This design comes from an exercise in tuning for small area, a short achievable clock period and few clock cycles per item on the open sky130 flow, not from production work. Only simulation tests tie the RTL to the original design; equivalence was not proved.

==> flow/design.v, too long to show whole: its modules and the start of the top module <==
// module yuv2rgb_top: 575 lines
module yuv2rgb_top #(
	parameter int img_width = 320,
	parameter int img_height = 240
) (
	input logic CLOCK_50_I,
	input logic Resetn,
	input logic start,
	input logic [15:0] read_data,
	output logic [15:0] write_data,
	output logic [17:0] address,
	output logic write_en_n,
	output logic done
);
  // ...
==> flow/run.sh <==
#!/bin/bash
# synth_recipe.tcl (not shown) runs the flow's synth.tcl, then flattens the netlist and writes it again
# the make line also repeats each setting of config.mk as NAME=value (left out here)
make -C /OpenROAD-flow-scripts/flow DESIGN_CONFIG=/design/flow/config.mk WORK_HOME=/design/flow/orfs CLKGATE_MAP_FILE= SYNTH_SCRIPT=/design/flow/synth_recipe.tcl finish
==> flow/config.mk <==
export PLATFORM = sky130hd
export DESIGN_NAME = yuv2rgb_top
export DESIGN_NICKNAME = yuv2rgb_top
export VERILOG_FILES = /design/flow/design.v
export SDC_FILE = /design/flow/constraint.sdc
export NUM_CORES = 4
export LEC_CHECK = 0
export CAP_MARGIN = 20
export CORE_MARGIN = 2
export CORE_UTILIZATION = 40
export CTS_BUF_LIST = sky130_fd_sc_hd__clkbuf_16
export CTS_CLUSTER_DIAMETER = 120
export CTS_CLUSTER_SIZE = 20
export SLEW_MARGIN = 20
==> flow/constraint.sdc <==
create_clock -name core_clock -period 11.0 [get_ports {CLOCK_50_I}]
set_input_delay 2.2000 -clock core_clock [delete_from_list [all_inputs] [get_ports {CLOCK_50_I}]]
set_output_delay 2.2000 -clock core_clock [all_outputs]
set_load 0.01 [all_outputs]
==> out/metrics.yaml, run 1 <==
critical_path:
  cp-start-kind: "flip-flop"
  crit_path_top_delay_cell: "or3_1"
  crit_chain: "clkinv_1, nor2_1, o21a_1, or3_1, o21ai_0"
  r2r-start: "ph[2]"
  cp.depth: 5
  crit_path_end_kind: "flip-flop"
  r2r_cells: 5
  crit_fanout: 30
timing:
  setup_ws_ns: 6.79
  setup-tns-final_ns: 0
die:
  start_util_pct: 40.5
  die-area_um2: 64500
  dieWidth_um: 254
  taps: 837
yosys:
  yosysTopAreaCell: "dfxtp_1"
  synth.area.mux_share_pct: 1.41
  synth-simple-area-share_pct: 8.00
  seq_area_frac_synth_pct: 43.2
  synthAdderAreaFrac_pct: 27.0
  synth_nets: 2705
  ys_async_sr_fraction_pct: 1.56
cts:
  cts_sinks: 449
  clk_path_buf_depth: 3
  cts_tree: "yes"
  numCtsBuffers: 26
cells_and_area:
  layout_commonest_cell: "inv_1"
  final_nets: 2744
  final-nonclk-buf-share_pct: 2.37
  buffers_excl_clock: 68
  instances_no_fill: 3161
  multiInputGateArea_um2: 12400
  clock_buffers: 26
global_route:
  antenna_found_initial: 2
  grt_usage_pct: 17.8
  grt_max_degree: 56
status:
  status: "no timing/DRC/antenna violations"
routing:
  routed-wl-met2_um: 26100
flow_run:
  maxCapViolCount: 0
placement:
  dp_hpwl_um: 44300
hold_path:
  holdPathStages: 0
Testbench counts, summed over its fixed seeds: cycles 1,152,168, frames 6.
==> inputs of run 2 (changes only) <==
==> flow/flow/run.sh (new file) <==
#!/bin/bash
# Standard layout, with the port buffers made from buf_2 cells instead of the
# default choice (a delay buffer): smaller, and faster to the outputs.
set -e
export BUFFER_PORTS_ARGS="-buffer_cell sky130_fd_sc_hd__buf_2"
bash standard.sh > standard.log 2>&1
==> flow/standard.sh (new file) <==
#!/bin/bash
# synth_recipe.tcl (not shown) runs the flow's synth.tcl, then flattens the netlist and writes it again
# the make line also repeats each setting of config.mk as NAME=value (left out here)
make -C /OpenROAD-flow-scripts/flow DESIGN_CONFIG=/design/flow/config.mk WORK_HOME=/design/flow/orfs CLKGATE_MAP_FILE= SYNTH_SCRIPT=/design/flow/synth_recipe.tcl "${@:-finish}"
removed: flow/run.sh
==> run 2 against run 1 <==
Synthesized cell count did not move. Global-route usage barely moved. Worst setup slack improved by 0.67 ns. Cell area decreased by 0.91%. Highest routed layer unchanged.
==> out/metrics.yaml, run 2 <==
yosys:
  synth_most_common_cell: "inv_1"  # unchanged
  ys_top_cells_by_area: "dfxtp_1, edfxtp_1, fa_1, ha_1, inv_1"  # unchanged
  seq_area_frac_synth_pct: 43.2  # unchanged
  synth_edf_count: 176  # unchanged
  syn_area_um2: 25000  # unchanged
  synth-main-ff-cell: "dfxtp_1"  # unchanged
  syn_inst: 2269  # unchanged
  synth_nets: 2705  # unchanged
  yosysWarnings: 2  # unchanged
  netlist.area_leader.share_pct: 21.3  # unchanged
  ys_async_sr_fraction_pct: 1.56  # unchanged
  synth_cell_type_count: 67  # unchanged
  synth_common_cells: "inv_1, dfxtp_1, ha_1"  # unchanged
  ys_ff_latch: 449  # unchanged
  yosysTopAreaCell: "dfxtp_1"  # unchanged
  avgSynthCellArea_um2: 11.0  # unchanged
die:
  die-area_um2: 64500  # unchanged
  dieWidth_um: 254  # unchanged
  core_area_um2: 61700  # unchanged
  ios: 55  # unchanged
  rows: 91  # unchanged
  die_h_um: 254  # unchanged
  start_util_pct: 40.5  # unchanged
cts:
  cts_sinks: 449  # unchanged
  clk_path_buf_depth: 3  # unchanged
  cts_htree_levels: 1  # unchanged
  numCtsBuffers: 27  # was 26
  cts_setup_buffers: 0  # unchanged
  cts_resized: 0  # unchanged
  clk_latency_ns: 0.59  # was 0.60 ns
  cts_tree: "yes"  # unchanged
  clock-root-buffer: "clkbuf_16"  # unchanged
  cts.clk_slew.worst_paths_ns: 0.09  # about the same
  cts_hold_buf: 0  # unchanged
routing:
  drt_pass1_iterations: 6  # was 5
  vias: 15716  # was 15.8k
  drc_errors: 0  # unchanged
  wl_per_cell_um: 17.8  # was 17.6 µm
  finalWirelength_um: 56300  # was 55700 µm
  viasPerCell: 4.97  # was 5.00
  drt-initial-drc-count: 1102  # was 1144
  antenna_left: 0  # unchanged
cells_and_area:
  drive_gt1_share_pct: 5.33  # was 3.01%
  syn_to_final_growth_pct: 7.98  # was 8.97%
  final_nets: 2742  # was 2744
  layout_common_cells: "inv_1, dfxtp_1, ha_1"  # unchanged
  instances_no_fill: 3165  # was 3161
  largest_reg_flops: 96  # unchanged
  design_area_um2: 27000  # was 27200 µm²
  layout_commonest_cell: "inv_1"  # unchanged
critical_path:
  cp-start-kind: "flip-flop"  # unchanged
  crit_arrival_ns: 1.34  # was 4.48 ns
  crit_family: "flip-flops"  # was compound AO/OA/AOI/OAI gates
  cp.required_ns: 8.80  # was 11.27 ns
  path_buf_inv: 1  # unchanged
  r2r_cells: 5  # unchanged
  crit_path_top_delay_cell: "dfxtp_1"  # was or3_1
  r2r-end: "write_data[11]"  # unchanged
  r2r_slack_ns: 7.55  # was 6.79 ns
  r2r-start: "ph[2]"  # unchanged
  crit_fanout: 1  # was 30
  crit_chain: "buf_2"  # was clkinv_1, nor2_1, o21a_1, or3_1, o21ai_0
  critPathKind: "reg2out"  # was reg2reg
  slowest_delay_ns: 0.56  # was 0.94 ns
  crit_path_end_kind: "output pin"  # was flip-flop
global_route:
  overflow: 0  # unchanged
  antenna_found_initial: 4  # was 2
  grt_pass1_wl_um: 89300  # was 89700 µm
  grt_usage_pct: 17.8  # about the same
  grt_pass1_vias: 16087  # was 16.2k
  grt_max_degree: 76  # was 56
timing:
  fin_skew_ns: 0.0202  # was 0.0305 ns
  fmax_ghz: 0.282  # was 0.238 GHz
  slew_headroom_pct: 31.8  # was 24.9%
  fin_crit_sh_pct: 32.2  # was 38.3%
  setup_viol: 0  # unchanged
  min_period_ns: 3.54  # was 4.21 ns
  setup-tns-final_ns: 0  # unchanged
  tightest_slew_ns: 1.02  # was 1.12 ns
  fin_worst_hold_slack_ns: 0.421  # was 0.406 ns
  rsz0062_at_grt: "no"  # unchanged
  finalHoldViolations: 0  # unchanged
  drv_slew: 0  # unchanged
hold_path:
  holdPathStages: 0  # unchanged
  worstHoldEndpoint: "fh_b[8]"  # was cw[2][4]
  holdCritStartpoint: "tap_c[8]"  # was cw[3][4]
  hp-class: "reg2reg"  # unchanged
placement:
  gp_congestion: 0.930  # was 0.893
  dpl_cell_area_um2: 26200  # was 26500 µm²
  dp_hpwl_um: 44500  # was 44300 µm
  dp_cells: 3114  # was 3117
  port_buffers: 54  # unchanged
flow_run:
  maxCapViolCount: 0  # unchanged
status:
  status: "no timing/DRC/antenna violations"  # unchanged
==> run 2: how the worst max path moves through the flow <==
stage          slack, ns            from             end  cells after the start
2_1_floorplan       6.81           ph[3]         rgb[13]                     10
3_3_place_gp        7.71           ph[2]   write_data[1]                      5
3_5_place_dp        7.61           ph[2]  write_data[11]                      5
4_1_cts             7.42  write_data[11]  write_data[11]                      1
5_1_grt             7.30           ph[2]   write_data[0]                      6
6_report            7.46   write_data[7]   write_data[7]                      1
==> run 2: cells by family (layout without fill, tap and decap cells) <==
logic type               after synthesis  count (layout)  synth area share, %
AO/OA/AOI/OAI                        369             369                 9.56
XOR/XNOR                              96              96                 3.37
adder cells (fa/ha/maj)              417             417                 27.0
buffers and inverters                495             551                 7.48
flip-flops                           449             449                 43.2
multiplexers                          34              34                 1.41
other                                  0               3                    0
AND/OR/NAND/NOR                      409             409                 8.00
==> run 2: area by class of cell <==
type                    instances  area [µm²]
fillers                      5870       34700
clock buffers                  27         676
flip-flops and latches        449       10800
multi-input cells            1325       12400
diodes                          3        7.51
well taps                     837        1050
repair buffers                 65         353
clock inverters                21         110
inverters                     438        1650
==> run 2: per-layer routing <==
| layer | track usage [%] | up-vias | wire length (µm) |
|---|---|---|---|
| met5 | 0 | - | 0 |
| met4 | 5.51 | 0 | 1630 |
| met3 | 2.95 | 85 | 2650 |
| met2 | 29.3 | 334 | 26500 |
| met1 | 24.1 | 7684 | 25500 |
| li1 | - | 7613 | - |
==> run 2: through the flow <==
step           util [%]  worst slack [ns]
4_1_cts            43.7              7.42
6_report           43.7              7.46
2_1_floorplan         -              6.81
5_1_grt            43.7              7.30
3_5_place_dp       42.4              7.61
3_3_place_gp       42.4              7.71

afterwards: timing with drivers on the ports:
Ports are ideal in the flow. The routed layouts listed here were re-timed in OpenROAD.
Step 1 (the two cells are an assumption about what drives the block):
set clk [get_ports {CLOCK_50_I}]
set_driving_cell -lib_cell sky130_fd_sc_hd__clkbuf_16 $clk
set_driving_cell -lib_cell sky130_fd_sc_hd__buf_2 [delete_from_list [all_inputs] $clk]
Step 2 adds t to the input delays and takes it off the output delays; t is the mean of the earliest and latest rising clock arrival at the registers after step 1. Input paths then give back, and output paths get back, about the clock's delay inside the block.
Slacks: ideal / step 1 / step 2; pairs: ideal / step 1.
run	t (ns)	setup WS [ns]	worst register clock-pin slew, ns
run 1	0.640	6.791 / 6.791 / 6.791	0.09 / 0.09
run 2	0.633	7.458 / 7.400 / 7.553	0.09 / 0.09
After both steps setup and hold are still met in every run listed.
